Background: an optimization exercise with open tools, aiming at small area, a short achievable clock period and few clock cycles. Do not read the settings as production practice.
Function was not checked in any run shown here: the RTL went through the layout flow alone.
Power and IR drop assume default switching activity.

`design/flow/design.v`:
```
package dsc_pkg;
	localparam int PX_W     = 16;
	localparam int PX_FRAC  = 12;
	localparam int WG_W     = 8;
	localparam int WG_FRAC  = 7;
	localparam int RELU_MAX = 6 << PX_FRAC;
	localparam int KX    = 3;
	localparam int KY    = 3;
	localparam int NPAR  = 2;
	localparam int NNP   = 2;
	localparam int POS_W = $clog2(NPAR + 1);
	localparam int WIN_N = KX * KY * NPAR;
	localparam int TOX_MAX     = 4;
	localparam int TOY_MAX     = 4;
	localparam int MAX_NOF     = 4;
	localparam int TIX         = 9;
	localparam int TIY         = 9;
	localparam int FMINT_PLANE = TIX * TIY;
	localparam int FMO_PLANE   = TOX_MAX * TOY_MAX;
	localparam int FMINT_DEPTH = NPAR * FMINT_PLANE;
	localparam int FMO_DEPTH   = MAX_NOF * FMO_PLANE;
	localparam int KDW_DEPTH   = WIN_N;
	localparam int KPW_DEPTH   = NNP * MAX_NOF;
	localparam int FMINT_AW = $clog2(FMINT_DEPTH);
	localparam int FMO_AW   = $clog2(FMO_DEPTH);
	localparam int KDW_AW   = $clog2(KDW_DEPTH);
	localparam int KPW_AW   = $clog2(KPW_DEPTH);
	localparam int NOF_W    = $clog2(MAX_NOF + 1);
	localparam int TILE_W   = $clog2(TOX_MAX + 1);
endpackage
module dsc_mac_s16 (
	input  logic [15:0] x,
	input  logic [3:0]  one,
	input  logic [3:0]  two,
	input  logic [3:0]  neg,
	output logic [15:0] ya,
	output logic [15:0] yb,
	output logic        c7
);
	wire p1 = ((one[0] & x[0])) ^ neg[0];
	wire p2 = ((one[0] & x[1]) | (two[0] & x[0])) ^ neg[0];
	wire p3 = ((one[0] & x[2]) | (two[0] & x[1])) ^ neg[0];
	wire p4 = ((one[0] & x[3]) | (two[0] & x[2])) ^ neg[0];
	wire p5 = ((one[0] & x[4]) | (two[0] & x[3])) ^ neg[0];
	wire p6 = ((one[0] & x[5]) | (two[0] & x[4])) ^ neg[0];
	wire p7 = ((one[0] & x[6]) | (two[0] & x[5])) ^ neg[0];
	wire p8 = ((one[0] & x[7]) | (two[0] & x[6])) ^ neg[0];
	wire p9 = ((one[0] & x[8]) | (two[0] & x[7])) ^ neg[0];
	wire p10 = ((one[0] & x[9]) | (two[0] & x[8])) ^ neg[0];
	wire p11 = ((one[0] & x[10]) | (two[0] & x[9])) ^ neg[0];
	wire p12 = ((one[0] & x[11]) | (two[0] & x[10])) ^ neg[0];
	wire p13 = ((one[0] & x[12]) | (two[0] & x[11])) ^ neg[0];
	wire p14 = ((one[0] & x[13]) | (two[0] & x[12])) ^ neg[0];
	wire p15 = ((one[0] & x[14]) | (two[0] & x[13])) ^ neg[0];
	wire p16 = ((one[0] & x[15]) | (two[0] & x[14])) ^ neg[0];
	wire p17 = ((one[0] & x[15]) | (two[0] & x[15])) ^ neg[0];
	wire p18 = ~p17;
	wire p19 = ((one[1] & x[0])) ^ neg[1];
	wire p20 = ((one[1] & x[1]) | (two[1] & x[0])) ^ neg[1];
	wire p21 = ((one[1] & x[2]) | (two[1] & x[1])) ^ neg[1];
	wire p22 = ((one[1] & x[3]) | (two[1] & x[2])) ^ neg[1];
	wire p23 = ((one[1] & x[4]) | (two[1] & x[3])) ^ neg[1];
	wire p24 = ((one[1] & x[5]) | (two[1] & x[4])) ^ neg[1];
	wire p25 = ((one[1] & x[6]) | (two[1] & x[5])) ^ neg[1];
	wire p26 = ((one[1] & x[7]) | (two[1] & x[6])) ^ neg[1];
	wire p27 = ((one[1] & x[8]) | (two[1] & x[7])) ^ neg[1];
	wire p28 = ((one[1] & x[9]) | (two[1] & x[8])) ^ neg[1];
	wire p29 = ((one[1] & x[10]) | (two[1] & x[9])) ^ neg[1];
	wire p30 = ((one[1] & x[11]) | (two[1] & x[10])) ^ neg[1];
	wire p31 = ((one[1] & x[12]) | (two[1] & x[11])) ^ neg[1];
	wire p32 = ((one[1] & x[13]) | (two[1] & x[12])) ^ neg[1];
	wire p33 = ((one[1] & x[14]) | (two[1] & x[13])) ^ neg[1];
	wire p34 = ((one[1] & x[15]) | (two[1] & x[14])) ^ neg[1];
	wire p35 = ((one[1] & x[15]) | (two[1] & x[15])) ^ neg[1];
	wire p36 = ~p35;
	wire p37 = ((one[2] & x[0])) ^ neg[2];
	wire p38 = ((one[2] & x[1]) | (two[2] & x[0])) ^ neg[2];
	wire p39 = ((one[2] & x[2]) | (two[2] & x[1])) ^ neg[2];
	wire p40 = ((one[2] & x[3]) | (two[2] & x[2])) ^ neg[2];
	wire p41 = ((one[2] & x[4]) | (two[2] & x[3])) ^ neg[2];
	wire p42 = ((one[2] & x[5]) | (two[2] & x[4])) ^ neg[2];
	wire p43 = ((one[2] & x[6]) | (two[2] & x[5])) ^ neg[2];
	wire p44 = ((one[2] & x[7]) | (two[2] & x[6])) ^ neg[2];
	wire p45 = ((one[2] & x[8]) | (two[2] & x[7])) ^ neg[2];
	wire p46 = ((one[2] & x[9]) | (two[2] & x[8])) ^ neg[2];
	wire p47 = ((one[2] & x[10]) | (two[2] & x[9])) ^ neg[2];
	wire p48 = ((one[2] & x[11]) | (two[2] & x[10])) ^ neg[2];
	wire p49 = ((one[2] & x[12]) | (two[2] & x[11])) ^ neg[2];
	wire p50 = ((one[2] & x[13]) | (two[2] & x[12])) ^ neg[2];
	wire p51 = ((one[2] & x[14]) | (two[2] & x[13])) ^ neg[2];
	wire p52 = ((one[2] & x[15]) | (two[2] & x[14])) ^ neg[2];
	wire p53 = ((one[2] & x[15]) | (two[2] & x[15])) ^ neg[2];
	wire p54 = ~p53;
	wire p55 = ((one[3] & x[0])) ^ neg[3];
	wire p56 = ((one[3] & x[1]) | (two[3] & x[0])) ^ neg[3];
	wire p57 = ((one[3] & x[2]) | (two[3] & x[1])) ^ neg[3];
	wire p58 = ((one[3] & x[3]) | (two[3] & x[2])) ^ neg[3];
	wire p59 = ((one[3] & x[4]) | (two[3] & x[3])) ^ neg[3];
	wire p60 = ((one[3] & x[5]) | (two[3] & x[4])) ^ neg[3];
	wire p61 = ((one[3] & x[6]) | (two[3] & x[5])) ^ neg[3];
	wire p62 = ((one[3] & x[7]) | (two[3] & x[6])) ^ neg[3];
	wire p63 = ((one[3] & x[8]) | (two[3] & x[7])) ^ neg[3];
	wire p64 = ((one[3] & x[9]) | (two[3] & x[8])) ^ neg[3];
	wire p65 = ((one[3] & x[10]) | (two[3] & x[9])) ^ neg[3];
	wire p66 = ((one[3] & x[11]) | (two[3] & x[10])) ^ neg[3];
	wire p67 = ((one[3] & x[12]) | (two[3] & x[11])) ^ neg[3];
	wire p68 = ((one[3] & x[13]) | (two[3] & x[12])) ^ neg[3];
	wire p69 = ((one[3] & x[14]) | (two[3] & x[13])) ^ neg[3];
	wire p70 = ((one[3] & x[15]) | (two[3] & x[14])) ^ neg[3];
	wire p71 = ((one[3] & x[15]) | (two[3] & x[15])) ^ neg[3];
	wire p72 = ~p71;
	wire s73 = p7 ^ p23 ^ p39;
	wire c74 = (p7 & p23) | (p39 & (p7 ^ p23));
	wire s75 = p8 ^ p24;
	wire c76 = p8 & p24;
	wire s77 = p9 ^ p25;
	wire c78 = p9 & p25;
	wire s79 = p10 ^ p26;
	wire c80 = p10 & p26;
	wire s81 = p11 ^ p27;
	wire c82 = p11 & p27;
	wire s83 = p12 ^ p28;
	wire c84 = p12 & p28;
	wire s85 = p13 ^ p29;
	wire c86 = p13 & p29;
	wire s87 = p14 ^ p30;
	wire c88 = p14 & p30;
	wire s89 = p15 ^ p31;
	wire c90 = p15 & p31;
	wire s91 = p16 ^ p32;
	wire c92 = p16 & p32;
	wire s93 = p18 ^ p33 ^ p49;
	wire c94 = (p18 & p33) | (p49 & (p18 ^ p33));
	wire s95 = p34 ^ p50;
	wire c96 = p34 & p50;
	wire s97 = p5 ^ p21;
	wire c98 = p5 & p21;
	wire s99 = p6 ^ p22;
	wire c100 = p6 & p22;
	wire s101 = p55 ^ neg[3] ^ 1'b1;
	wire c102 = (p55 & neg[3]) | (1'b1 & (p55 ^ neg[3]));
	wire s103 = p40 ^ p56 ^ c74;
	wire c104 = (p40 & p56) | (c74 & (p40 ^ p56));
	wire s105 = p41 ^ p57 ^ c76;
	wire c106 = (p41 & p57) | (c76 & (p41 ^ p57));
	wire s107 = p42 ^ p58 ^ c78;
	wire c108 = (p42 & p58) | (c78 & (p42 ^ p58));
	wire s109 = p43 ^ p59 ^ c80;
	wire c110 = (p43 & p59) | (c80 & (p43 ^ p59));
	wire s111 = p44 ^ p60 ^ c82;
	wire c112 = (p44 & p60) | (c82 & (p44 ^ p60));
	wire s113 = p45 ^ p61 ^ c84;
	wire c114 = (p45 & p61) | (c84 & (p45 ^ p61));
	wire s115 = p46 ^ p62 ^ c86;
	wire c116 = (p46 & p62) | (c86 & (p46 ^ p62));
	wire s117 = p47 ^ p63 ^ c88;
	wire c118 = (p47 & p63) | (c88 & (p47 ^ p63));
	wire s119 = p48 ^ p64 ^ c90;
	wire c120 = (p48 & p64) | (c90 & (p48 ^ p64));
	wire s121 = p65 ^ 1'b1 ^ c92;
	wire c122 = (p65 & 1'b1) | (c92 & (p65 ^ 1'b1));
	wire s123 = p66 ^ 1'b1 ^ c94;
	wire c124 = (p66 & 1'b1) | (c94 & (p66 ^ 1'b1));
	wire s125 = p36 ^ p51 ^ p67;
	wire c126 = (p36 & p51) | (p67 & (p36 ^ p51));
	wire s127 = p52 ^ p68;
	wire c128 = p52 & p68;
	wire s129 = p3 ^ p19;
	wire c130 = p3 & p19;
	wire s131 = p4 ^ p20;
	wire c132 = p4 & p20;
	wire s133 = p37 ^ neg[2] ^ s97;
	wire c134 = (p37 & neg[2]) | (s97 & (p37 ^ neg[2]));
	wire s135 = p38 ^ c98 ^ s99;
	wire c136 = (p38 & c98) | (s99 & (p38 ^ c98));
	wire s137 = c100 ^ s101 ^ s73;
	wire c138 = (c100 & s101) | (s73 & (c100 ^ s101));
	wire s139 = c102 ^ s75 ^ s103;
	wire c140 = (c102 & s75) | (s103 & (c102 ^ s75));
	wire s141 = s77 ^ c104 ^ s105;
	wire c142 = (s77 & c104) | (s105 & (s77 ^ c104));
	wire s143 = s79 ^ c106 ^ s107;
	wire c144 = (s79 & c106) | (s107 & (s79 ^ c106));
	wire s145 = s81 ^ c108 ^ s109;
	wire c146 = (s81 & c108) | (s109 & (s81 ^ c108));
	wire s147 = s83 ^ c110 ^ s111;
	wire c148 = (s83 & c110) | (s111 & (s83 ^ c110));
	wire s149 = s85 ^ c112 ^ s113;
	wire c150 = (s85 & c112) | (s113 & (s85 ^ c112));
	wire s151 = s87 ^ c114 ^ s115;
	wire c152 = (s87 & c114) | (s115 & (s87 ^ c114));
	wire s153 = s89 ^ c116 ^ s117;
	wire c154 = (s89 & c116) | (s117 & (s89 ^ c116));
	wire s155 = s91 ^ c118 ^ s119;
	wire c156 = (s91 & c118) | (s119 & (s91 ^ c118));
	wire s157 = s93 ^ c120 ^ s121;
	wire c158 = (s93 & c120) | (s121 & (s93 ^ c120));
	wire s159 = s95 ^ c122 ^ s123;
	wire c160 = (s95 & c122) | (s123 & (s95 ^ c122));
	wire s161 = s125 ^ c96 ^ c124;
	wire c162 = (s125 & c96) | (c124 & (s125 ^ c96));
	wire s163 = 1'b1 ^ c126 ^ s127;
	wire c164 = (1'b1 & c126) | (s127 & (1'b1 ^ c126));
	wire s165 = p54 ^ p69 ^ c128;
	wire c166 = (p54 & p69) | (c128 & (p54 ^ p69));
	wire s167 = p70 ^ 1'b1;
	wire c168 = p70 & 1'b1;
	wire [22:0] ra = {c168, c166, c164, c162, c160, c158, c156, c154, c152, c150, c148, c146, c144, c142, c140, c138, c136, c134, c132, c130, s129, p2, p1};
	wire [22:0] rb = {p72, s167, s165, s163, s161, s159, s157, s155, s153, s151, s149, s147, s145, s143, s141, s139, s137, s135, s133, s131, neg[1], 1'b0, neg[0]};
	wire [7:0] lo = {1'b0, ra[6:0]} + {1'b0, rb[6:0]};
	assign ya = ra[22:7];
	assign yb = rb[22:7];
	assign c7 = lo[7];
endmodule
module dsc_mac_u15 (
	input  logic [15:0] x,
	input  logic [3:0]  one,
	input  logic [3:0]  two,
	input  logic [3:0]  neg,
	output logic [15:0] ya,
	output logic [15:0] yb,
	output logic        c7
);
	wire p1 = ((one[0] & x[0])) ^ neg[0];
	wire p2 = ((one[0] & x[1]) | (two[0] & x[0])) ^ neg[0];
	wire p3 = ((one[0] & x[2]) | (two[0] & x[1])) ^ neg[0];
	wire p4 = ((one[0] & x[3]) | (two[0] & x[2])) ^ neg[0];
	wire p5 = ((one[0] & x[4]) | (two[0] & x[3])) ^ neg[0];
	wire p6 = ((one[0] & x[5]) | (two[0] & x[4])) ^ neg[0];
	wire p7 = ((one[0] & x[6]) | (two[0] & x[5])) ^ neg[0];
	wire p8 = ((one[0] & x[7]) | (two[0] & x[6])) ^ neg[0];
	wire p9 = ((one[0] & x[8]) | (two[0] & x[7])) ^ neg[0];
	wire p10 = ((one[0] & x[9]) | (two[0] & x[8])) ^ neg[0];
	wire p11 = ((one[0] & x[10]) | (two[0] & x[9])) ^ neg[0];
	wire p12 = ((one[0] & x[11]) | (two[0] & x[10])) ^ neg[0];
	wire p13 = ((one[0] & x[12]) | (two[0] & x[11])) ^ neg[0];
	wire p14 = ((one[0] & x[13]) | (two[0] & x[12])) ^ neg[0];
	wire p15 = ((one[0] & x[14]) | (two[0] & x[13])) ^ neg[0];
	wire p16 = ((two[0] & x[14])) ^ neg[0];
	wire p17 = (1'b0) ^ neg[0];
	wire p18 = ~p17;
	wire p19 = ((one[1] & x[0])) ^ neg[1];
	wire p20 = ((one[1] & x[1]) | (two[1] & x[0])) ^ neg[1];
	wire p21 = ((one[1] & x[2]) | (two[1] & x[1])) ^ neg[1];
	wire p22 = ((one[1] & x[3]) | (two[1] & x[2])) ^ neg[1];
	wire p23 = ((one[1] & x[4]) | (two[1] & x[3])) ^ neg[1];
	wire p24 = ((one[1] & x[5]) | (two[1] & x[4])) ^ neg[1];
	wire p25 = ((one[1] & x[6]) | (two[1] & x[5])) ^ neg[1];
	wire p26 = ((one[1] & x[7]) | (two[1] & x[6])) ^ neg[1];
	wire p27 = ((one[1] & x[8]) | (two[1] & x[7])) ^ neg[1];
	wire p28 = ((one[1] & x[9]) | (two[1] & x[8])) ^ neg[1];
	wire p29 = ((one[1] & x[10]) | (two[1] & x[9])) ^ neg[1];
	wire p30 = ((one[1] & x[11]) | (two[1] & x[10])) ^ neg[1];
	wire p31 = ((one[1] & x[12]) | (two[1] & x[11])) ^ neg[1];
	wire p32 = ((one[1] & x[13]) | (two[1] & x[12])) ^ neg[1];
	wire p33 = ((one[1] & x[14]) | (two[1] & x[13])) ^ neg[1];
	wire p34 = ((two[1] & x[14])) ^ neg[1];
	wire p35 = (1'b0) ^ neg[1];
	wire p36 = ~p35;
	wire p37 = ((one[2] & x[0])) ^ neg[2];
	wire p38 = ((one[2] & x[1]) | (two[2] & x[0])) ^ neg[2];
	wire p39 = ((one[2] & x[2]) | (two[2] & x[1])) ^ neg[2];
	wire p40 = ((one[2] & x[3]) | (two[2] & x[2])) ^ neg[2];
	wire p41 = ((one[2] & x[4]) | (two[2] & x[3])) ^ neg[2];
	wire p42 = ((one[2] & x[5]) | (two[2] & x[4])) ^ neg[2];
	wire p43 = ((one[2] & x[6]) | (two[2] & x[5])) ^ neg[2];
	wire p44 = ((one[2] & x[7]) | (two[2] & x[6])) ^ neg[2];
	wire p45 = ((one[2] & x[8]) | (two[2] & x[7])) ^ neg[2];
	wire p46 = ((one[2] & x[9]) | (two[2] & x[8])) ^ neg[2];
	wire p47 = ((one[2] & x[10]) | (two[2] & x[9])) ^ neg[2];
	wire p48 = ((one[2] & x[11]) | (two[2] & x[10])) ^ neg[2];
	wire p49 = ((one[2] & x[12]) | (two[2] & x[11])) ^ neg[2];
	wire p50 = ((one[2] & x[13]) | (two[2] & x[12])) ^ neg[2];
	wire p51 = ((one[2] & x[14]) | (two[2] & x[13])) ^ neg[2];
	wire p52 = ((two[2] & x[14])) ^ neg[2];
	wire p53 = (1'b0) ^ neg[2];
	wire p54 = ~p53;
	wire p55 = ((one[3] & x[0])) ^ neg[3];
	wire p56 = ((one[3] & x[1]) | (two[3] & x[0])) ^ neg[3];
	wire p57 = ((one[3] & x[2]) | (two[3] & x[1])) ^ neg[3];
	wire p58 = ((one[3] & x[3]) | (two[3] & x[2])) ^ neg[3];
	wire p59 = ((one[3] & x[4]) | (two[3] & x[3])) ^ neg[3];
	wire p60 = ((one[3] & x[5]) | (two[3] & x[4])) ^ neg[3];
	wire p61 = ((one[3] & x[6]) | (two[3] & x[5])) ^ neg[3];
	wire p62 = ((one[3] & x[7]) | (two[3] & x[6])) ^ neg[3];
	wire p63 = ((one[3] & x[8]) | (two[3] & x[7])) ^ neg[3];
	wire p64 = ((one[3] & x[9]) | (two[3] & x[8])) ^ neg[3];
	wire p65 = ((one[3] & x[10]) | (two[3] & x[9])) ^ neg[3];
	wire p66 = ((one[3] & x[11]) | (two[3] & x[10])) ^ neg[3];
	wire p67 = ((one[3] & x[12]) | (two[3] & x[11])) ^ neg[3];
	wire p68 = ((one[3] & x[13]) | (two[3] & x[12])) ^ neg[3];
	wire p69 = ((one[3] & x[14]) | (two[3] & x[13])) ^ neg[3];
	wire p70 = ((two[3] & x[14])) ^ neg[3];
	wire p71 = (1'b0) ^ neg[3];
	wire p72 = ~p71;
	wire s73 = p7 ^ p23 ^ p39;
	wire c74 = (p7 & p23) | (p39 & (p7 ^ p23));
	wire s75 = p8 ^ p24;
	wire c76 = p8 & p24;
	wire s77 = p9 ^ p25;
	wire c78 = p9 & p25;
	wire s79 = p10 ^ p26;
	wire c80 = p10 & p26;
	wire s81 = p11 ^ p27;
	wire c82 = p11 & p27;
	wire s83 = p12 ^ p28;
	wire c84 = p12 & p28;
	wire s85 = p13 ^ p29;
	wire c86 = p13 & p29;
	wire s87 = p14 ^ p30;
	wire c88 = p14 & p30;
	wire s89 = p15 ^ p31;
	wire c90 = p15 & p31;
	wire s91 = p16 ^ p32;
	wire c92 = p16 & p32;
	wire s93 = p18 ^ p33 ^ p49;
	wire c94 = (p18 & p33) | (p49 & (p18 ^ p33));
	wire s95 = p34 ^ p50;
	wire c96 = p34 & p50;
	wire s97 = p5 ^ p21;
	wire c98 = p5 & p21;
	wire s99 = p6 ^ p22;
	wire c100 = p6 & p22;
	wire s101 = p55 ^ neg[3] ^ 1'b1;
	wire c102 = (p55 & neg[3]) | (1'b1 & (p55 ^ neg[3]));
	wire s103 = p40 ^ p56 ^ c74;
	wire c104 = (p40 & p56) | (c74 & (p40 ^ p56));
	wire s105 = p41 ^ p57 ^ c76;
	wire c106 = (p41 & p57) | (c76 & (p41 ^ p57));
	wire s107 = p42 ^ p58 ^ c78;
	wire c108 = (p42 & p58) | (c78 & (p42 ^ p58));
	wire s109 = p43 ^ p59 ^ c80;
	wire c110 = (p43 & p59) | (c80 & (p43 ^ p59));
	wire s111 = p44 ^ p60 ^ c82;
	wire c112 = (p44 & p60) | (c82 & (p44 ^ p60));
	wire s113 = p45 ^ p61 ^ c84;
	wire c114 = (p45 & p61) | (c84 & (p45 ^ p61));
	wire s115 = p46 ^ p62 ^ c86;
	wire c116 = (p46 & p62) | (c86 & (p46 ^ p62));
	wire s117 = p47 ^ p63 ^ c88;
	wire c118 = (p47 & p63) | (c88 & (p47 ^ p63));
	wire s119 = p48 ^ p64 ^ c90;
	wire c120 = (p48 & p64) | (c90 & (p48 ^ p64));
	wire s121 = p65 ^ 1'b1 ^ c92;
	wire c122 = (p65 & 1'b1) | (c92 & (p65 ^ 1'b1));
	wire s123 = p66 ^ 1'b1 ^ c94;
	wire c124 = (p66 & 1'b1) | (c94 & (p66 ^ 1'b1));
	wire s125 = p36 ^ p51 ^ p67;
	wire c126 = (p36 & p51) | (p67 & (p36 ^ p51));
	wire s127 = p52 ^ p68;
	wire c128 = p52 & p68;
	wire s129 = p3 ^ p19;
	wire c130 = p3 & p19;
	wire s131 = p4 ^ p20;
	wire c132 = p4 & p20;
	wire s133 = p37 ^ neg[2] ^ s97;
	wire c134 = (p37 & neg[2]) | (s97 & (p37 ^ neg[2]));
	wire s135 = p38 ^ c98 ^ s99;
	wire c136 = (p38 & c98) | (s99 & (p38 ^ c98));
	wire s137 = c100 ^ s101 ^ s73;
	wire c138 = (c100 & s101) | (s73 & (c100 ^ s101));
	wire s139 = c102 ^ s75 ^ s103;
	wire c140 = (c102 & s75) | (s103 & (c102 ^ s75));
	wire s141 = s77 ^ c104 ^ s105;
	wire c142 = (s77 & c104) | (s105 & (s77 ^ c104));
	wire s143 = s79 ^ c106 ^ s107;
	wire c144 = (s79 & c106) | (s107 & (s79 ^ c106));
	wire s145 = s81 ^ c108 ^ s109;
	wire c146 = (s81 & c108) | (s109 & (s81 ^ c108));
	wire s147 = s83 ^ c110 ^ s111;
	wire c148 = (s83 & c110) | (s111 & (s83 ^ c110));
	wire s149 = s85 ^ c112 ^ s113;
	wire c150 = (s85 & c112) | (s113 & (s85 ^ c112));
	wire s151 = s87 ^ c114 ^ s115;
	wire c152 = (s87 & c114) | (s115 & (s87 ^ c114));
	wire s153 = s89 ^ c116 ^ s117;
	wire c154 = (s89 & c116) | (s117 & (s89 ^ c116));
	wire s155 = s91 ^ c118 ^ s119;
	wire c156 = (s91 & c118) | (s119 & (s91 ^ c118));
	wire s157 = s93 ^ c120 ^ s121;
	wire c158 = (s93 & c120) | (s121 & (s93 ^ c120));
	wire s159 = s95 ^ c122 ^ s123;
	wire c160 = (s95 & c122) | (s123 & (s95 ^ c122));
	wire s161 = s125 ^ c96 ^ c124;
	wire c162 = (s125 & c96) | (c124 & (s125 ^ c96));
	wire s163 = 1'b1 ^ c126 ^ s127;
	wire c164 = (1'b1 & c126) | (s127 & (1'b1 ^ c126));
	wire s165 = p54 ^ p69 ^ c128;
	wire c166 = (p54 & p69) | (c128 & (p54 ^ p69));
	wire s167 = p70 ^ 1'b1;
	wire c168 = p70 & 1'b1;
	wire [22:0] ra = {c168, c166, c164, c162, c160, c158, c156, c154, c152, c150, c148, c146, c144, c142, c140, c138, c136, c134, c132, c130, s129, p2, p1};
	wire [22:0] rb = {p72, s167, s165, s163, s161, s159, s157, s155, s153, s151, s149, s147, s145, s143, s141, s139, s137, s135, s133, s131, neg[1], 1'b0, neg[0]};
	wire [7:0] lo = {1'b0, ra[6:0]} + {1'b0, rb[6:0]};
	assign ya = ra[22:7];
	assign yb = rb[22:7];
	assign c7 = lo[7];
endmodule
import dsc_pkg::*;
module dsc_top (
	input  logic clk,
	input  logic rst,
	input  logic start,
	input  logic S,
	input  logic first_par,
	input  logic [dsc_pkg::NOF_W-1:0] nof,
	input  logic [dsc_pkg::TILE_W-1:0] tox_n,
	input  logic [dsc_pkg::TILE_W-1:0] toy_n,
	input  logic signed [dsc_pkg::PX_W-1:0] fmint_data,
	input  logic signed [dsc_pkg::PX_W-1:0] fmo_data,
	input  logic signed [dsc_pkg::WG_W-1:0] kdw_data,
	input  logic signed [dsc_pkg::WG_W-1:0] kpw_data,
	input  logic [dsc_pkg::POS_W-1:0] kpw_pos,
	output logic [dsc_pkg::FMINT_AW-1:0] fmint_addr,
	output logic [dsc_pkg::FMO_AW-1:0] fmo_addr,
	output logic [dsc_pkg::KDW_AW-1:0] kdw_addr,
	output logic [dsc_pkg::KPW_AW-1:0] kpw_addr,
	output logic write,
	output logic finish,
	output logic signed [dsc_pkg::PX_W-1:0] res
);
	localparam int DW_LAT = 2;
	localparam int PW_LAT = 2;
	localparam int K_LAST = WIN_N - 1;
	logic s_q;
	always_ff @(posedge clk)
		s_q <= S;
	logic       busy;
	logic [4:0] k;
	logic [1:0] tx;
	logic [1:0] ty;
	logic       issued_last;
	logic       pix_seen;
	logic [7:0] step;
	logic       tx_end;
	logic       ty_end;
	always_comb begin
		if (k == 5'(K_LAST)) begin
			if (!tx_end)
				step = s_q ? 8'(2 - 101) : 8'(1 - 101);
			else if (s_q)
				step = 8'(18 - 101) - {5'd0, tx, 1'b0};
			else
				step = 8'(9 - 101) - {6'd0, tx};
		end else if (k == 5'd8)
			step = 8'd61;
		else if (k == 5'd2 || k == 5'd5 || k == 5'd11 || k == 5'd14)
			step = 8'd7;
		else
			step = 8'd1;
	end
	always_ff @(posedge clk) begin
		tx_end <= ({1'b0, tx} + 3'd1) == tox_n;
		ty_end <= ({1'b0, ty} + 3'd1) == toy_n;
	end
	assign kdw_addr = k;
	logic [3:0] q;
	logic       plast;
	logic       trig;
	logic [3:0] q_end;
	assign trig     = busy && pix_seen && (q == 4'd0) && (k == 5'(DW_LAT));
	assign q_end    = {nof, 1'b0} + 4'(1 + PW_LAT);
	assign kpw_addr = q[2:0];
	logic [1:0] o_rd;
	logic [1:0] o_wr;
	logic       rd_set;
	logic       wr_set;
	assign o_rd   = q[2:1];
	assign o_wr   = 2'(q[3:1] - 3'd2);
	assign rd_set = q[0] && ({1'b0, q[3:1]} < {1'b0, nof});
	assign wr_set = !q[0] && (q >= 4'd4) && ({1'b0, 3'(q[3:1] - 3'd2)} < {1'b0, nof});
	always_ff @(posedge clk or posedge rst) begin
		if (rst) begin
			busy       <= 1'b0;
			k          <= '0;
			fmint_addr <= '0;
			q          <= '0;
			write      <= 1'b0;
			finish     <= 1'b0;
		end else begin
			if (!busy) begin
				k          <= '0;
				fmint_addr <= '0;
				if (start) begin
					busy       <= 1'b1;
					k          <= 5'd1;
					fmint_addr <= 8'd1;
				end
			end else if (finish) begin
				busy       <= 1'b0;
				k          <= '0;
				fmint_addr <= '0;
			end else begin
				fmint_addr <= fmint_addr + step;
				k          <= (k == 5'(K_LAST)) ? '0 : k + 1'b1;
			end
			if (q == 4'd0) begin
				if (trig)
					q <= 4'd1;
			end else if (q == q_end) begin
				q <= '0;
			end else begin
				q <= q + 1'b1;
			end
			write  <= wr_set;
			finish <= (q != 4'd0) && (q == q_end - 4'd1) && plast;
		end
	end
	always_ff @(posedge clk) begin
		if (!busy) begin
			tx          <= '0;
			ty          <= '0;
			issued_last <= 1'b0;
			pix_seen    <= 1'b0;
			fmo_addr    <= '0;
		end else begin
			if (k == 5'(K_LAST)) begin
				pix_seen <= 1'b1;
				if (tx_end) begin
					tx <= '0;
					ty <= ty + 1'b1;
					if (ty_end)
						issued_last <= 1'b1;
				end else begin
					tx <= tx + 1'b1;
				end
			end
			if (rd_set)
				fmo_addr[5:4] <= o_rd;
			if (wr_set)
				fmo_addr[5:4] <= o_wr;
			if (q == q_end)
				fmo_addr[3:0] <= fmo_addr[3:0] + 1'b1;
		end
		if (trig)
			plast <= issued_last;
	end
	function automatic logic [11:0] booth;
		input logic [7:0] w;
		logic [8:0] wx;
		logic [3:0] one, two, neg;
		begin
			wx = {w, 1'b0};
			for (int i = 0; i < 4; i++) begin
				one[i] = wx[2*i] ^ wx[2*i+1];
				two[i] = (wx[2*i+2] & ~wx[2*i+1] & ~wx[2*i]) | (~wx[2*i+2] & wx[2*i+1] & wx[2*i]);
				neg[i] = wx[2*i+2];
			end
			booth = {neg, two, one};
		end
	endfunction
	logic [PX_W-1:0] px_q;
	logic [11:0] bd_q;
	logic [15:0] dya, dyb, dya_q, dyb_q;
	logic dc7, dc7_q;
	logic [PX_W-1:0] acc;
	logic [PX_W-2:0] acc_relu;
	logic [PX_W-2:0] r0;
	logic [PX_W-2:0] r1;
	logic acc_first;
	always_ff @(posedge clk) begin
		px_q <= fmint_data;
		bd_q <= booth(kdw_data);
	end
	dsc_mac_s16 i_dw_pp (
		.x(px_q), .one(bd_q[3:0]), .two(bd_q[7:4]), .neg(bd_q[11:8]),
		.ya(dya), .yb(dyb), .c7(dc7)
	);
	always_ff @(posedge clk) begin
		dya_q     <= dya;
		dyb_q     <= dyb;
		dc7_q     <= dc7;
		acc_first <= (k == 5'(DW_LAT)) || (k == 5'(9 + DW_LAT));
		acc       <= (acc_first ? '0 : acc) + dya_q + dyb_q + 16'(dc7_q);
	end
	always_comb begin
		if (acc[PX_W-1])
			acc_relu = '0;
		else if (acc >= PX_W'(RELU_MAX))
			acc_relu = (PX_W-1)'(RELU_MAX);
		else
			acc_relu = acc[PX_W-2:0];
	end
	always_ff @(posedge clk) begin
		if (k == 5'(10 + DW_LAT))
			r0 <= acc_relu;
		if (k == 5'(1 + DW_LAT))
			r1 <= acc_relu;
	end
	logic [11:0] bp_q;
	logic psel_q;
	logic [PX_W-1:0] fmo_q;
	logic [PX_W-1:0] tap;
	logic [15:0] pya, pyb, pya_q, pyb_q;
	logic pc7, pc7_q;
	logic sec_q;
	always_ff @(posedge clk) begin
		bp_q   <= booth(kpw_pos[1] ? 8'd0 : kpw_data);
		psel_q <= kpw_pos[0];
		fmo_q  <= (q[0] && !first_par) ? fmo_data : '0;
	end
	assign tap = {1'b0, psel_q ? r1 : r0};
	dsc_mac_u15 i_pw_pp (
		.x(tap), .one(bp_q[3:0]), .two(bp_q[7:4]), .neg(bp_q[11:8]),
		.ya(pya), .yb(pyb), .c7(pc7)
	);
	always_ff @(posedge clk) begin
		pya_q <= pya;
		pyb_q <= pyb;
		pc7_q <= pc7;
		sec_q <= q[0];
		res   <= (sec_q ? res : '0) + fmo_q + pya_q + pyb_q + 16'(pc7_q);
	end
endmodule
```
`design/flow/run.sh`:
```
#!/bin/bash
# synth_recipe.tcl (not shown) runs the flow's synth.tcl, then flattens the netlist and writes it again
# the make line also repeats each setting of config.mk as NAME=value (left out here)
make -C /OpenROAD-flow-scripts/flow DESIGN_CONFIG=/design/flow/config.mk WORK_HOME=/design/flow/orfs CLKGATE_MAP_FILE= SYNTH_SCRIPT=/design/flow/synth_recipe.tcl finish
```
`design/flow/config.mk`:
```
export PLATFORM = sky130hd
export DESIGN_NAME = dsc_top
export DESIGN_NICKNAME = dsc_top
export VERILOG_FILES = /design/flow/design.v
export SDC_FILE = /design/flow/constraint.sdc
export NUM_CORES = 4
export LEC_CHECK = 0
export CAP_MARGIN = 20
export CORE_MARGIN = 2
export CORE_UTILIZATION = 40
export SLEW_MARGIN = 20
```
`design/flow/constraint.sdc`:
```
create_clock -name core_clock -period 12.0 [get_ports {clk}]
set_input_delay 2.4000 -clock core_clock [delete_from_list [all_inputs] [get_ports {clk}]]
set_output_delay 2.4000 -clock core_clock [all_outputs]
set_load 0.01 [all_outputs]
```
==> impl_metrics.tcl, run 1 <==
set metrics [dict create \
    cts_made_buffers 26 \
    dp_slack_ps 7680 \
    leakagePower_nw 6.61 \
    dp_cells 1814 \
    drive_gt1_share_pct 5.33 \
    fp.dieW_um 190 \
    synth_top_area_share_pct 24.9 \
    yosysWarnings 1 \
    crit_buf_inv 1 \
    rows 68 \
    synth_area_leader_cell "dfxtp_1" \
    path_delay_family "buffers and inverters" \
    area_growth_pct 16.4 \
    grt_pass1_wl_mm 44.2 \
    fillCellCount 3173 \
    clk_pin_slew_worst_paths_ps 60 \
    whs_ps 449 \
    num_io_pins 104 \
    clock-sinks 223 \
    finalMaxSlewViolations 0 \
    portBuffers 103 \
    start_util_pct 40.3 \
    vias 9050 \
    vias_per_cell 4.86 \
    regArea_um2 4870 \
    finalSetupTns_ps 0 \
    placed_area_um2 15100 \
    dpl.hpwl_mm 20.4 \
    yosysMostFrequentCell "dfxtp_1" \
    hold_class "flop to flop" \
    critPathMaxFanout 13 \
    syn_area_um2 13800 \
    grt_usage_pct 14.6 \
    max_freq_mhz 240 \
    grt_max_degree 21 \
    dieHeight_um 190 \
    cp-end-kind "primary output" \
    hold_buffers 0 \
    max_cap_violations 0 \
    gp_congestion 0.886 \
    clock_latency_ps 530 \
    rsz0062_at_grt "false" \
    synthTopCellsByArea "dfxtp_1 25%, fa_1 15%, xnor2_1 9.5%, ha_1 9.1%, edfxtp_1 6.7%" \
    ant_nets 0 \
    synth_compound_area_share_pct 12.3 \
    post-route-util_pct 46.9 \
    coreArea_um2 34300 \
    synthAdderAreaFrac_pct 23.9 \
    wl_per_cell_um 14.1 \
    synth_edf_count 31 \
    synth_ff_type "dfxtp_1" \
    synth.area.mux_share_pct 1.68 \
    ys_ff_latch 223 \
    synth_seq_area_share_pct 35.3 \
    setup_viol 0 \
    final.setup_skew_ps 10.6 \
    cts_resized 0 \
    grt_pass1_vias 9220 \
    n_antenna_cell 0 \
    finalHoldViolations 0 \
    overflow 0 \
    final-instance-count-excl-fill 1862 \
    status "timing/DRC/antenna clean" \
    cts_tree "built" \
    antenna_found_initial 0 \
    critPathMaxStageDelay_ps 640 \
    path_cells "clkdlybuf4s50_1" \
    synth_top_family_by_area "adder cells" \
    critical_path_arrival_ps 1770 \
    stdcell_area_um2 16100 \
    crit_required_ps 9600 \
    wl_mm 26.2 \
    synthTopCellsByCount "172 x dfxtp_1, 150 x xnor2_1, 128 x inv_1, 115 x a22oi_1, 102 x fa_1" \
    synth_fp_nets 1589 \
    yosysUniqueCellTypes 63 \
    postSynthAreaPerCell_um2 10.4 \
    synthCells 1322 \
    crit_path_start_kind "flop" \
    post_cts_buffers 0 \
    first_pass_iters 5 \
    cp_slowest_cell "clkdlybuf4s50_1" \
    synthSimpleGateAreaFrac_pct 9.39 \
    worst_pin_slew_ps 991 \
    ys_async_sr_fraction_pct 8.97 \
    nets 1654 \
    powerDensity_nw_per_um2 309 \
    reg2reg_slack_ps 8550 \
    ir_drop_uv 187 \
    drtIter0Drc 380 \
    drc 0 \
    cts_max_level 1 \
    fin_crit_ps 4170 \
    slew_headroom_pct 33.8 \
    die-area_um2 36000 \
    path_class "flop to primary output" \
    multi_input_area_um2 8150 \
    setup_ws_ps 7830 \
    synth-xor-area-share_pct 11.7 \
    post-route-period-util_pct 34.8 \
    root_buffer "clkbuf_16" \
    p_total_mw 4.97 \
    clockBufferDepth 3 \
]
-- final timing paths --
path,startpoint,end,cells after the start
min in group asynchronous,rst,finish,2
max,k[2],kdw_addr[2],1
min reg2reg,issued_last,plast,0
max in group asynchronous,rst,k[1],2
min,issued_last,plast,0
max reg2reg,psel_q,pc7_q,10
-- metal layers --
layer | global-route usage (%) | up-vias | share of wire [%] | wire, um
met1 | 18.4 | 4292 | 46 | 12100
met2 | 26.2 | 146 | 48 | 12600
met3 | 2.64 | 32 | 4.3 | 1120
met5 | 0 | - | 0 | 0
met4 | 3.04 | 0 | 1.7 | 443
li1 | - | 4580 | - | -
-- power breakdown --
| part | switching (mW) | internal, mW |
|---|---|---|
| Combinational | 1.56 | 1.35 |
| Sequential | 0.168 | 1.06 |
| Clock | 0.305 | 0.531 |
| Total | 2.03 | 2.94 |
-- logic make-up after synthesis --
family / after synthesis
buffers and inverters: 200
adder cells (fa/ha/maj): 203
AO/OA/AOI/OAI: 249
multiplexers: 21
XOR/XNOR: 183
flip-flops: 223
AND/OR/NAND/NOR: 243
-- sequential cells by signal, indices dropped and copies added (netlist names), 12 cells and up --
register,cells
fmo_q,16
dya_q,16
r0,15
pya_q,16
bp_q,12
acc,16
res,16
dyb_q,16
px_q,16
bd_q,12
r1,15
pyb_q,16
-- cell type report --
cell class	instances	share of cell area (%)
clock buffers	34	4.74
multi-input cells	899	50.7
flip-flops and latches	223	30.3
well taps	455	3.54
repair buffers	107	6.60
inverters	130	3.03
clock inverters	14	1.10
-- placed cells by master (no fill, tap or decap), types with 7 or more instances in the layout --
cell and instances:
edfxtp_1 31, clkdlybuf4s50_1 103, xnor2_1 150, nor2b_1 33, nand3b_1 11, clkinv_2 8
nand3_1 14, nand2b_1 7, a22oi_1 115, ha_1 101, clkbuf_16 27, xor2_1 32
dfxtp_1 172, nor3_1 16, and2_1 41, dfrtp_1 20, a21o_1 7, a21oi_1 41
nor2_1 41, o21ai_0 32, a31oi_1 7, inv_1 128, mux2_2 14, nand2_1 55
fa_1 102
==> run 2: changes to the inputs <==
--- a/design/flow/design.v
+++ b/design/flow/design.v
@@ -458,7 +458,5 @@
 	logic       plast;
 	logic       trig;
-	logic [3:0] q_end;
 	assign trig     = busy && pix_seen && (q == 4'd0) && (k == 5'(DW_LAT));
-	assign q_end    = {nof, 1'b0} + 4'(1 + PW_LAT);
 	assign kpw_addr = q[2:0];
 	logic [1:0] o_rd;
@@ -466,8 +464,14 @@
 	logic       rd_set;
 	logic       wr_set;
-	assign o_rd   = q[2:1];
-	assign o_wr   = 2'(q[3:1] - 3'd2);
-	assign rd_set = q[0] && ({1'b0, q[3:1]} < {1'b0, nof});
-	assign wr_set = !q[0] && (q >= 4'd4) && ({1'b0, 3'(q[3:1] - 3'd2)} < {1'b0, nof});
+	logic [2:0] qh, qh_m1, qh_m2;
+	logic       q_last;
+	assign qh     = q[3:1];
+	assign qh_m1  = qh - 3'd1;
+	assign qh_m2  = qh - 3'd2;
+	assign o_rd   = qh[1:0];
+	assign o_wr   = qh_m2[1:0];
+	assign rd_set = q[0] && (qh < nof);
+	assign wr_set = !q[0] && (qh >= 3'd2) && (qh_m2 < nof);
+	assign q_last = q[0] && (qh_m1 == nof);
 	always_ff @(posedge clk or posedge rst) begin
 		if (rst) begin
@@ -498,5 +502,5 @@
 				if (trig)
 					q <= 4'd1;
-			end else if (q == q_end) begin
+			end else if (q_last) begin
 				q <= '0;
 			end else begin
@@ -504,5 +508,5 @@
 			end
 			write  <= wr_set;
-			finish <= (q != 4'd0) && (q == q_end - 4'd1) && plast;
+			finish <= !q[0] && (qh != 3'd0) && (qh_m1 == nof) && plast;
 		end
 	end
@@ -530,5 +534,5 @@
 			if (wr_set)
 				fmo_addr[5:4] <= o_wr;
-			if (q == q_end)
+			if (q_last)
 				fmo_addr[3:0] <= fmo_addr[3:0] + 1'b1;
 		end
==> design/flow/flow/run.sh (new file) <==
#!/bin/bash
# Standard layout, with plain buffers (instead of delay cells) on the ports
set -e
export BUFFER_PORTS_ARGS="-buffer_cell sky130_fd_sc_hd__buf_2"
bash standard.sh > standard.log 2>&1
==> design/flow/standard.sh (new file) <==
#!/bin/bash
# synth_recipe.tcl (not shown) runs the flow's synth.tcl, then flattens the netlist and writes it again
# the make line also repeats each setting of config.mk as NAME=value (left out here)
make -C /OpenROAD-flow-scripts/flow DESIGN_CONFIG=/design/flow/config.mk WORK_HOME=/design/flow/orfs CLKGATE_MAP_FILE= SYNTH_SCRIPT=/design/flow/synth_recipe.tcl "${@:-finish}"
removed: design/flow/run.sh
==> impl_metrics.tcl, run 2 <==
set metrics [dict create \
    dr_wl_met2_mm 12.2 \
    p_sw_mw 1.95 \
    syn_area_um2 13700 \
    dieHeight_um 189 \
    crit_path_start_kind "flop" \
    synth_ff_type "dfxtp_1" \
    final.setup_skew_ps 19.3 \
    sw_frac_of_total_pct 39.9 \
    powerDensity_nw_per_um2 315 \
    synth_fp_nets 1576 \
    num_io_pins 104 \
    yosysWarnings 1 \
    p_seq_share_pct 25.2 \
    p_comb_share_pct 56.3 \
    critPathMaxStageDelay_ps 540 \
    synthTopCellsByArea "dfxtp_1 25%, fa_1 15%, xnor2_1 10%, ha_1 9.4%, edfxtp_1 6.8%" \
    worstRegToRegCells 13 \
    fp.dieW_um 189 \
    p_total_mw 4.90 \
    synth_area_leader_cell "dfxtp_1" \
    critical_path_arrival_ps 1300 \
    status "timing/DRC/antenna clean" \
    vias 8972 \
    crit_required_ps 9600 \
    dp_slack_ps 8030 \
    final-instance-count-excl-fill 1844 \
    cts_made_buffers 28 \
    setup_viol 0 \
    ys_async_sr_fraction_pct 8.97 \
    max_cap_violations 0 \
    crit_buf_inv 1 \
    wl_met3_mm 1.12 \
    layout_common_cells "172 x dfxtp_1, 157 x xnor2_1, 125 x inv_1" \
    path_delay_family "flip-flops" \
    post-route-period-util_pct 30.8 \
    synth_seq_area_share_pct 35.5 \
    cts_max_level 1 \
    clock_latency_ps 550 \
    fin_crit_ps 3700 \
    start_util_pct 40.8 \
    whs_ps 456 \
    path_class "flop to primary output" \
    grt_max_degree 21 \
    cts_resized 0 \
    overflow 0 \
    critPathMaxFanout 11 \
    slew_headroom_pct 32.0 \
    worst_pin_slew_ps 1020 \
    dpl.hpwl_mm 20.0 \
    stdcell_area_um2 15600 \
    hold_class "flop to flop" \
    synth_top_area_share_pct 25.1 \
    vias_per_cell 4.87 \
    drtIter0Drc 291 \
    synthTopCellsByCount "172 x dfxtp_1, 157 x xnor2_1, 125 x inv_1, 114 x a22oi_1, 103 x ha_1" \
    clock-sinks 223 \
    grt_usage_pct 14.8 \
    finalMaxSlewViolations 0 \
    ys_ff_latch 223 \
    root_buffer "clkbuf_16" \
    gp_congestion 0.816 \
    grt_pass1_wl_mm 44.1 \
    die-area_um2 35800 \
    wl_per_cell_um 14.1 \
    crit_cells 1 \
    finalHoldViolations 0 \
    finalSetupTns_ps 0 \
    ir_drop_uv 184 \
    rows 67 \
    cp-end-kind "primary output" \
    coreArea_um2 33700 \
    wl_mm 26.0 \
    rsz0062_at_grt "false" \
    hold_buffers 0 \
    setup_ws_ps 8300 \
    post-route-util_pct 46.2 \
    antenna_found_initial 0 \
    drc 0 \
    worstHoldPathCells 0 \
    path_cells "buf_2" \
    grt_pass1_vias 9017 \
    placed_area_um2 14600 \
    dp_cells 1794 \
    power.clock.fraction_pct 18.5 \
    synth_edf_count 31 \
    nets 1645 \
    clockBufferDepth 3 \
    n_antenna_cell 0 \
    area_growth_pct 13.4 \
    top_layer "met4" \
    wl_met1_mm 11.9 \
    cts_tree "built" \
    postSynthAreaPerCell_um2 10.5 \
    power.internal_mw 2.95 \
    clk_pin_slew_worst_paths_ps 60 \
    leakagePower_nw 6.67 \
    max_freq_mhz 271 \
    synthCells 1307 \
    post_cts_buffers 0 \
    first_pass_iters 5 \
    cp_slowest_cell "dfrtp_1" \
    yosysMostFrequentCell "dfxtp_1" \
    final_common_cell "dfxtp_1" \
    drive_gt1_share_pct 12.5 \
    ant_nets 0 \
    yosysUniqueCellTypes 64 \
    portBuffers 103 \
]
## run 2: cell type report
type	count	area [um2]
clock buffer	41	875
inverter	126	473
timing repair buffer	107	546
sequential	223	4870
clock inverter	9	154
tap	448	561
multi-input combinational	890	8100
fill	3188	18100
## run 2: layer usage
layer  global-route usage (%)  up-vias
li1                         -     4517
met1                     19.2     4227
met2                     25.0      190
met3                     2.47       38
met4                     4.74        0
met5                        0        -
## run 2: cells by family after synthesis
family | synth area share (%)
and+or+nand+nor | 9.37
AOI/OAI and AO/OA | 11.9
DFF | 35.5
adders and majority gates | 24.2
buffers and inverters | 5.57
xor gates and xnor gates | 11.7
muxes | 1.68
## run 2: worst paths after layout
| path | endpoint | slack, ps | start |
|---|---|---|---|
| worst max-delay path | kdw_addr[3] | 8300 | k[3] |
| worst min-delay path | plast | 460 | issued_last |
| worst max register to register | res[15] | 8610 | fmo_q[1] |
| worst min register to register | plast | 460 | issued_last |
| max in group asynchronous | fmint_addr[6] | 9400 | rst |
| min in group asynchronous | busy | 2030 | rst |
## run 2: power groups by stage
stage	Combinational (mW)	Sequential (mW)	Clock [mW]
5_1_grt	3.19	1.27	0.964
3_5_place_dp	2.77	1.26	0
4_1_cts	2.79	1.24	0.933
3_3_place_gp	2.71	1.25	0
2_1_floorplan	2.26	1.21	0
6_report	2.76	1.24	0.905
==> run 3: changes to the inputs <==
--- a/design/flow/design.v
+++ b/design/flow/design.v
@@ -423,7 +423,10 @@
 	localparam int PW_LAT = 2;
 	localparam int K_LAST = WIN_N - 1;
-	logic s_q;
-	always_ff @(posedge clk)
-		s_q <= S;
+	logic       s_q;
+	logic [2:0] nof_q;
+	always_ff @(posedge clk) begin
+		s_q   <= S;
+		nof_q <= nof;
+	end
 	logic       busy;
 	logic [4:0] k;
@@ -435,6 +438,14 @@
 	logic       tx_end;
 	logic       ty_end;
+	logic st7, st61, stpx;
+	logic [4:0] k_nx;
+	assign k_nx = (k == 5'(K_LAST)) ? 5'd0 : k + 5'd1;
+	always_ff @(posedge clk) begin
+		st7  <= k_nx == 5'd2 || k_nx == 5'd5 || k_nx == 5'd11 || k_nx == 5'd14;
+		st61 <= k_nx == 5'd8;
+		stpx <= k_nx == 5'(K_LAST);
+	end
 	always_comb begin
-		if (k == 5'(K_LAST)) begin
+		if (stpx) begin
 			if (!tx_end)
 				step = s_q ? 8'(2 - 101) : 8'(1 - 101);
@@ -443,7 +454,7 @@
 			else
 				step = 8'(9 - 101) - {6'd0, tx};
-		end else if (k == 5'd8)
+		end else if (st61)
 			step = 8'd61;
-		else if (k == 5'd2 || k == 5'd5 || k == 5'd11 || k == 5'd14)
+		else if (st7)
 			step = 8'd7;
 		else
@@ -458,5 +469,12 @@
 	logic       plast;
 	logic       trig;
-	assign trig     = busy && pix_seen && (q == 4'd0) && (k == 5'(DW_LAT));
+	logic k_trig, k_r0, k_r1, k_first;
+	always_ff @(posedge clk) begin
+		k_trig  <= k_nx == 5'(DW_LAT);
+		k_r0    <= k_nx == 5'(10 + DW_LAT);
+		k_r1    <= k_nx == 5'(1 + DW_LAT);
+		k_first <= k_nx == 5'(DW_LAT + 1) || k_nx == 5'(10 + DW_LAT);
+	end
+	assign trig     = busy && pix_seen && (q == 4'd0) && k_trig;
 	assign kpw_addr = q[2:0];
 	logic [1:0] o_rd;
@@ -464,5 +482,5 @@
 	logic       rd_set;
 	logic       wr_set;
-	logic [2:0] qh, qh_m1, qh_m2;
+		logic [2:0] qh, qh_m1, qh_m2;
 	logic       q_last;
 	assign qh     = q[3:1];
@@ -471,7 +489,7 @@
 	assign o_rd   = qh[1:0];
 	assign o_wr   = qh_m2[1:0];
-	assign rd_set = q[0] && (qh < nof);
-	assign wr_set = !q[0] && (qh >= 3'd2) && (qh_m2 < nof);
-	assign q_last = q[0] && (qh_m1 == nof);
+	assign rd_set = q[0] && (qh < nof_q);
+	assign wr_set = !q[0] && (qh >= 3'd2) && (qh_m2 < nof_q);
+	assign q_last = q[0] && (qh_m1 == nof_q);
 	always_ff @(posedge clk or posedge rst) begin
 		if (rst) begin
@@ -497,5 +515,5 @@
 			end else begin
 				fmint_addr <= fmint_addr + step;
-				k          <= (k == 5'(K_LAST)) ? '0 : k + 1'b1;
+				k          <= k_nx;
 			end
 			if (q == 4'd0) begin
@@ -508,5 +526,5 @@
 			end
 			write  <= wr_set;
-			finish <= !q[0] && (qh != 3'd0) && (qh_m1 == nof) && plast;
+			finish <= !q[0] && (qh != 3'd0) && (qh_m1 == nof_q) && plast;
 		end
 	end
@@ -519,5 +537,5 @@
 			fmo_addr    <= '0;
 		end else begin
-			if (k == 5'(K_LAST)) begin
+			if (stpx) begin
 				pix_seen <= 1'b1;
 				if (tx_end) begin
@@ -562,5 +580,4 @@
 	logic [PX_W-2:0] r0;
 	logic [PX_W-2:0] r1;
-	logic acc_first;
 	always_ff @(posedge clk) begin
 		px_q <= fmint_data;
@@ -575,6 +592,5 @@
 		dyb_q     <= dyb;
 		dc7_q     <= dc7;
-		acc_first <= (k == 5'(DW_LAT)) || (k == 5'(9 + DW_LAT));
-		acc       <= (acc_first ? '0 : acc) + dya_q + dyb_q + 16'(dc7_q);
+		acc       <= (k_first ? '0 : acc) + dya_q + dyb_q + 16'(dc7_q);
 	end
 	always_comb begin
@@ -587,7 +603,7 @@
 	end
 	always_ff @(posedge clk) begin
-		if (k == 5'(10 + DW_LAT))
+		if (k_r0)
 			r0 <= acc_relu;
-		if (k == 5'(1 + DW_LAT))
+		if (k_r1)
 			r1 <= acc_relu;
 	end
==> impl_metrics.tcl, run 3 <==
set metrics [dict create \
    clock_latency_ps 540 \
    vias_per_cell 4.96 \
    clock-sinks 232 \
    rows 68 \
    layout_common_cells "181 x dfxtp_1, 152 x xnor2_1, 136 x inv_1" \
    path_delay_family "flip-flops" \
    hold_class "flop to flop" \
    powerDensity_nw_per_um2 317 \
    drc 0 \
    stdcell_area_um2 15800 \
    whs_ps 445 \
    crit_path_start "q[0]" \
    cts_made_buffers 27 \
    path_class "flop to primary output" \
    grt_pass1_wl_mm 45.8 \
    post_cts_buffers 0 \
    crit_required_ps 9600 \
    cp_slowest_cell "dfrtp_1" \
    portBuffers 103 \
    cp-end-kind "primary output" \
    cts_tree "built" \
    root_buffer "clkbuf_16" \
    fillCellCount 3251 \
    post-route-util_pct 45.6 \
    ant_nets 0 \
    critical_path_arrival_ps 1280 \
    finalMaxSlewViolations 0 \
    start_util_pct 40.6 \
    drive_gt1_share_pct 11.9 \
    yosysMostFrequentCell "dfxtp_1" \
    synthTopCellsByArea "dfxtp_1 26%, fa_1 15%, xnor2_1 9.5%, ha_1 9.0%, edfxtp_1 6.6%" \
    drtIter0Drc 265 \
    placed_area_um2 14900 \
    worstReg2RegStart "psel_q" \
    yosysUniqueCellTypes 61 \
    grt_max_degree 21 \
    ys_async_sr_fraction_pct 8.62 \
    clockBufferDepth 3 \
    critPathMaxFanout 9 \
    fin_crit_ps 3680 \
    synthTopCellsByCount "181 x dfxtp_1, 152 x xnor2_1, 136 x inv_1, 114 x a22oi_1, 102 x fa_1" \
    n_antenna_cell 0 \
    gp_congestion 0.846 \
    wl_mm 27.0 \
    path_cells "buf_2" \
    max_cap_violations 0 \
    synth_area_leader_cell "dfxtp_1" \
    ir_drop_uv 153 \
    finalSetupTns_ps 0 \
    rsz0062_at_grt "false" \
    worstHoldStart "issued_last" \
    wl_per_cell_um 14.3 \
    synth_top_area_share_pct 25.8 \
    fp.dieW_um 191 \
    cts_max_level 1 \
    clk_pin_slew_worst_paths_ps 60 \
    syn_area_um2 14000 \
    final.setup_skew_ps 7.43 \
    slew_headroom_pct 38.1 \
    worst_pin_slew_ps 927 \
    dpl.hpwl_mm 20.9 \
    final_common_cell "dfxtp_1" \
    synthCells 1347 \
    grt_usage_pct 15.1 \
    nets 1680 \
    antenna_found_initial 0 \
    synth_edf_count 31 \
    synth_seq_area_share_pct 36.0 \
    postSynthAreaPerCell_um2 10.4 \
    area_growth_pct 12.3 \
    overflow 0 \
    synth_ff_type "dfxtp_1" \
    setup_viol 0 \
    first_pass_iters 5 \
    vias 9357 \
    hold_buffers 0 \
    num_io_pins 104 \
    crit_path_start_kind "flop" \
    grt_pass1_vias 9467 \
    max_freq_mhz 272 \
    leakagePower_nw 6.77 \
    dieHeight_um 191 \
    critPathMaxStageDelay_ps 540 \
    finalHoldViolations 0 \
    synth_fp_nets 1614 \
    die-area_um2 36600 \
    coreArea_um2 34500 \
    cts_resized 0 \
    post-route-period-util_pct 30.7 \
    yosysWarnings 1 \
    crit_buf_inv 1 \
    ys_ff_latch 232 \
    status "timing/DRC/antenna clean" \
]
run 3: cell type report:
type / instances / area [um2] / share of cell area, %
Clock buffer: 36 / 764 / 4.85
Timing Repair Buffer: 107 / 546 / 3.46
Multi-Input combinational cell: 908 / 8170 / 51.9
Tap cell: 455 / 569 / 3.61
Sequential cell: 232 / 5050 / 32.1
Clock inverter: 13 / 139 / 0.881
Inverter: 137 / 514 / 3.26
run 3: per-layer routing:
metal	vias to the layer above	wire length [um]	share of wire [%]	global-route usage, %
li1	4667	-	-	-
met1	4449	12100	45	19.2
met2	195	13100	49	26.5
met3	46	1170	4.4	2.63
met4	0	598	2.2	3.85
met5	-	0	0	0
run 3: metrics by stage:
stage	std cells	power, mW	setup slack (ps)
6_report	1888	4.99	8320
4_1_cts	1888	5.04	8280
3_5_place_dp	1839	4.19	8310
2_1_floorplan	1347	3.57	8890
5_1_grt	1888	5.51	8240
3_3_place_gp	1839	4.10	8350
run 3: where the power goes:
| group | internal, mW | switching [mW] | total (mW) |
|---|---|---|---|
| Sequential | 1.10 | 0.172 | 1.27 |
| Clock | 0.508 | 0.314 | 0.822 |
| Combinational | 1.31 | 1.59 | 2.90 |
run 3: final timing paths:
check                                end  slack, ps  cells past startpoint
setup / recovery             kpw_addr[0]       8320                      1
hold / removal                     plast        440                      0
setup reg to reg                   pc7_q       8700                      9
hold reg to reg                    plast        440                      0
max in group asynchronous  fmint_addr[6]       9470                      2
min in group asynchronous          write       2010                      2
run 3: kinds of logic after synthesis:
group	synth area share, %
and+or+nand+nor	8.71
DFF	36.0
muxes	1.72
buffers and inverters	5.76
AOI/OAI and AO/OA	12.8
xor gates and xnor gates	11.5
adders and majority gates	23.6
==> run 4: changes to the inputs <==
--- a/design/flow/config.mk
+++ b/design/flow/config.mk
@@ -8,4 +8,5 @@
 export CAP_MARGIN = 20
 export CORE_MARGIN = 2
-export CORE_UTILIZATION = 40
+export CORE_UTILIZATION = 65
+export PLACE_DENSITY = 0.75
 export SLEW_MARGIN = 20
==> impl_metrics.tcl, run 4 <==
set metrics [dict create \
    yosysMostFrequentCell "dfxtp_1" \
    regArea_um2 5050 \
    hold_buffers 0 \
    rows 53 \
    synthSimpleGateAreaFrac_pct 8.71 \
    nets 1677 \
    fin_crit_ps 3660 \
    area_growth_pct 10.1 \
    multi_input_area_um2 8170 \
    yosysWarnings 1 \
    critPathMaxFanout 11 \
    ys_async_sr_fraction_pct 8.62 \
    synthTopCellsByCount "181 x dfxtp_1, 152 x xnor2_1, 136 x inv_1, 114 x a22oi_1, 102 x fa_1" \
    final-instance-count-excl-fill 1704 \
    setup_ws_ps 8340 \
    post-route-util_pct 73.3 \
    vias 9572 \
    drive_gt1_share_pct 11.5 \
    synthTopCellsByArea "dfxtp_1 26%, fa_1 15%, xnor2_1 9.5%, ha_1 9.0%, edfxtp_1 6.6%" \
    hold_class "flop to flop" \
    status "timing/DRC/antenna clean" \
    drc 0 \
    critPathMaxStageDelay_ps 510 \
    crit_buf_inv 1 \
    clock-sinks 232 \
    grt_pass1_vias 9627 \
    cts_tree "built" \
    drtIter0Drc 588 \
    dieHeight_um 151 \
    coreArea_um2 21100 \
    path_class "flop to primary output" \
    p_comb_share_pct 59.0 \
    crit_path_start_kind "flop" \
    first_pass_iters 5 \
    antenna_found_initial 0 \
    crit_required_ps 9600 \
    ir_drop_uv 169 \
    synthAdderAreaFrac_pct 23.6 \
    p_sw_mw 2.10 \
    synth_compound_area_share_pct 12.8 \
    synthCells 1347 \
    n_antenna_cell 0 \
    whs_ps 444 \
    cp-end-kind "primary output" \
    path_cells "buf_2" \
    final_common_cell "dfxtp_1" \
    setup_viol 0 \
    max_cap_violations 0 \
    worst_pin_slew_ps 989 \
    synth_area_leader_cell "dfxtp_1" \
    grt_pass1_wl_mm 45.6 \
    p_seq_share_pct 25.7 \
    clockBufferDepth 3 \
    finalMaxSlewViolations 0 \
    synth_seq_area_share_pct 36.0 \
    ant_nets 0 \
    cts_resized 0 \
    placed_area_um2 14600 \
    max_freq_mhz 274 \
    synth_edf_count 31 \
    path_delay_family "flip-flops" \
    overflow 0 \
    powerDensity_nw_per_um2 322 \
    cts_made_buffers 26 \
    layout_common_cells "181 x dfxtp_1, 152 x xnor2_1, 136 x inv_1" \
    power.internal_mw 2.87 \
    root_buffer "clkbuf_16" \
    wl_mm 27.2 \
    finalSetupTns_ps 0 \
    vias_per_cell 5.62 \
    leakagePower_nw 6.73 \
    yosysUniqueCellTypes 61 \
    synth_ff_type "dfxtp_1" \
    synth.area.mux_share_pct 1.72 \
    post_cts_buffers 0 \
    fp.dieW_um 151 \
    clock_latency_ps 530 \
    p_total_mw 4.97 \
    num_io_pins 104 \
    dp_slack_ps 8480 \
    grt_max_degree 21 \
    wl_per_cell_um 15.9 \
    cts_max_level 1 \
    ys_ff_latch 232 \
    synth_top_area_share_pct 25.8 \
    dpl.hpwl_mm 20.5 \
    start_util_pct 66.5 \
    portBuffers 103 \
    power.clock.fraction_pct 15.4 \
    critical_path_arrival_ps 1260 \
    gp_congestion 0.876 \
    postSynthAreaPerCell_um2 10.4 \
    die-area_um2 22800 \
    slew_headroom_pct 34.0 \
    post-route-period-util_pct 30.5 \
    synth-xor-area-share_pct 11.5 \
    synth_fp_nets 1614 \
    grt_usage_pct 24.7 \
    rsz0062_at_grt "false" \
    clk_pin_slew_worst_paths_ps 60 \
    stdcell_area_um2 15400 \
    sw_frac_of_total_pct 42.3 \
    fillCellCount 1552 \
    synth_top_family_by_area "adder cells" \
    dp_cells 1657 \
    syn_area_um2 14000 \
    final.setup_skew_ps 23.7 \
    finalHoldViolations 0 \
    cp_slowest_cell "dfrtp_1" \
]
==> run 4: cells by family (layout without fill, tap and decap cells) <==
logic type,Yosys count,in the layout
fa+ha+maj,203,203
mux,22,22
flops,232,232
compound gates,261,261
simple gates,240,240
buf+inv,207,289
xor+xnor,182,182
==> run 4: power by group through the flow <==
stage	Sequential [mW]	Clock [mW]	Combinational, mW
after floorplan	1.24	0	2.33
after global placement	1.29	0	2.82
after detailed placement	1.29	0	2.91
after CTS	1.28	0.781	2.94
after global routing	1.31	0.814	3.35
final	1.28	0.764	2.93
==> run 4: worst reg2reg max path: stages, from the launching register on <==
cell and delay (ps):
dfxtp_1 770, mux2_1 510, a22oi_1 250, xnor2_1 120, fa_1 550, inv_1 50, fa_1 430, ha_1 310
a21oi_1 130, nand2_1 60
==> run 4: final timing paths <==
check                             from            end  slack (ps)  cells past startpoint
min                        issued_last          plast         440                      0
max                               k[0]    kdw_addr[0]        8340                      1
max in group asynchronous          rst  fmint_addr[0]        9460                      2
min reg2reg                issued_last          plast         440                      0
max reg2reg                     psel_q          pc7_q        8710                      9
min in group asynchronous          rst           k[1]        2020                      2
==> run 4: layout make-up <==
type | count | share of cell area [%]
multi-input cells | 908 | 52.9
flip-flops and latches | 232 | 32.7
clock buffers | 34 | 4.54
repair buffers | 105 | 3.43
inverters | 137 | 3.33
well taps | 275 | 2.23
clock inverters | 13 | 0.867
==> run 4: metal layers <==
metal | GRT usage (%) | wire [um]
met5 | 0 | 0
met3 | 3.16 | 1240
met2 | 44.8 | 14000
met4 | 6.12 | 593
met1 | 31.4 | 11400
==> run 5: changes to the inputs <==
--- a/design/flow/config.mk
+++ b/design/flow/config.mk
@@ -9,4 +9,7 @@
 export CORE_MARGIN = 2
 export CORE_UTILIZATION = 65
+export CTS_BUF_LIST = sky130_fd_sc_hd__clkbuf_16
+export CTS_CLUSTER_DIAMETER = 100
+export CTS_CLUSTER_SIZE = 30
 export PLACE_DENSITY = 0.75
 export SLEW_MARGIN = 20
==> impl_metrics.tcl, run 5 <==
set metrics [dict create \
    status "timing/DRC/antenna clean" \
    cts_made_buffers 12 \
    synthAdderAreaFrac_pct 23.6 \
    ir_drop_uv 211 \
    first_pass_iters 6 \
    post-route-period-util_pct 30.2 \
    synth_edf_count 31 \
    cp-end-kind "primary output" \
    cts_tree "built" \
    postSynthAreaPerCell_um2 10.4 \
    synth_compound_area_share_pct 12.8 \
    cts_max_level 1 \
    start_util_pct 66.5 \
    powerDensity_nw_per_um2 310 \
    crit_buf_inv 1 \
    max_freq_mhz 276 \
    worstHoldStart "issued_last" \
    dp_slack_ps 8480 \
    ant_nets 0 \
    n_antenna_cell 0 \
    worstHoldPathCells 0 \
    synthTopCellsByCount "181 x dfxtp_1, 152 x xnor2_1, 136 x inv_1, 114 x a22oi_1, 102 x fa_1" \
    coreArea_um2 21100 \
    root_buffer "clkbuf_16" \
    dpl.hpwl_mm 20.5 \
    num_io_pins 104 \
    final_common_cell "dfxtp_1" \
    fin_crit_ps 3620 \
    cp_slowest_cell "dfrtp_1" \
    clockBufferDepth 3 \
    drc 0 \
    finalSetupTns_ps 0 \
    worst_pin_slew_ps 998 \
    synthTopCellsByArea "dfxtp_1 26%, fa_1 15%, xnor2_1 9.5%, ha_1 9.0%, edfxtp_1 6.6%" \
    crit_cells 1 \
    synth-xor-area-share_pct 11.5 \
    clk_pin_slew_worst_paths_ps 110 \
    finalHoldViolations 0 \
    clock_latency_ps 490 \
    hold_class "flop to flop" \
    drtIter0Drc 635 \
    vias 9404 \
    gp_congestion 0.876 \
    setup_ws_ps 8380 \
    crit_path_start_kind "flop" \
    synth_ff_type "dfxtp_1" \
    die-area_um2 22800 \
    ys_async_sr_fraction_pct 8.62 \
    path_class "flop to primary output" \
    cts_resized 0 \
    synth_area_leader_cell "dfxtp_1" \
    area_growth_pct 6.91 \
    synth_fp_nets 1614 \
    synthSimpleGateAreaFrac_pct 8.71 \
    synth_top_family_by_area "adder cells" \
    fp.dieW_um 151 \
    grt_pass1_vias 9430 \
    path_cells "buf_2" \
    worstRegToRegCells 9 \
    synth_seq_area_share_pct 36.0 \
    crit_required_ps 9600 \
    critPathMaxStageDelay_ps 540 \
    yosysWarnings 1 \
    max_cap_violations 0 \
    path_delay_family "flip-flops" \
    fillCellCount 1617 \
    nets 1663 \
    ys_ff_latch 232 \
    finalMaxSlewViolations 0 \
    hold_buffers 0 \
    dieHeight_um 151 \
]
## run 5: cell counts after synthesis
No cell type changed its count.
## run 5: layer usage
metal	wire [um]	track usage, %	vias up	share of wire (%)
met5	0	0	-	0
li1	-	-	4617	-
met2	13600	43.6	222	51
met1	11500	31.3	4531	43
met3	1210	2.92	34	4.5
met4	379	4.81	0	1.4
## run 5: final timing paths
| path | end | slack [ps] |
|---|---|---|
| setup / recovery | kdw_addr[0] | 8380 |
| hold / removal | plast | 450 |
| setup reg to reg | pc7_q | 8700 |
| hold reg to reg | plast | 450 |
| max in group asynchronous | k[3] | 9390 |
| min in group asynchronous | write | 2060 |
## run 5: kinds of logic after synthesis
group | Yosys count
and+or+nand+nor | 240
xor gates and xnor gates | 182
DFF | 232
muxes | 22
AOI/OAI and AO/OA | 261
adders and majority gates | 203
buffers and inverters | 207
## run 5: report_power, final
part           internal, mW  switching [mW]
clock network         0.206           0.258
registers              1.09           0.179
logic                  1.32            1.60
total                  2.62            2.04
## run 5: metrics by stage
| step | instances | utilization, % | cell area, um2 | hold slack, ps | total power, mW |
|---|---|---|---|---|---|
| after floorplan | 1347 | - | 14000 | 409 | 3.57 |
| after global placement | 1657 | 69.3 | 14600 | 421 | 4.11 |
| after detailed placement | 1657 | 69.3 | 14600 | 437 | 4.20 |
| after CTS | 1677 | 71.1 | 15000 | 457 | 4.68 |
| after global routing | 1677 | 71.1 | 15000 | 484 | 5.15 |
| final | 1677 | 71.1 | 15000 | 448 | 4.65 |
## run 5: worst register-to-register path, delay by kind of cell (launching register included)
kind                     cells  cell delay [ps]
adder cells (fa/ha/maj)      3             1290
flip-flops                   1              790
multiplexers                 1              510
AO/OA/AOI/OAI                2              380
XOR/XNOR                     1              120
AND/OR/NAND/NOR              1               60
buffers and inverters        1               50
## run 5: layout make-up
type	instances	area [um2]	area share [%]
Inverter	137	514	3.43
Sequential cell	232	5050	33.7
Timing Repair Buffer	105	531	3.54
Clock inverter	7	63.8	0.425
Clock buffer	13	325	2.17
Multi-Input combinational cell	908	8170	54.5
Tap cell	275	344	2.29

re-timing with driven ports:
The flow's constraints put no driver on any port. The routed layouts listed below were extracted and timed again, unchanged, in two steps.
Step 1: set_driving_cell puts a clkbuf_16 on clk and a buf_2 on each other input, an assumption about the parent block.
Step 2, shift: input delay + t, output delay - t, t = (earliest + latest rising clock arrival at the registers) / 2. This alone moves slack from input paths to output paths.
Three values: no drivers, after step 1, after step 2; two values: the first two.
run	shift t [ns]	setup WS [ns]
run 1	0.571	7.829 / 7.781 / 7.682
run 2	0.587	8.304 / 8.256 / 8.047
run 3	0.575	8.321 / 8.277 / 8.702
run 4	0.572	8.344 / 8.297 / 8.472
run 5	0.518	8.375 / 8.331 / 8.492
After both steps setup and hold are still met in every run listed.
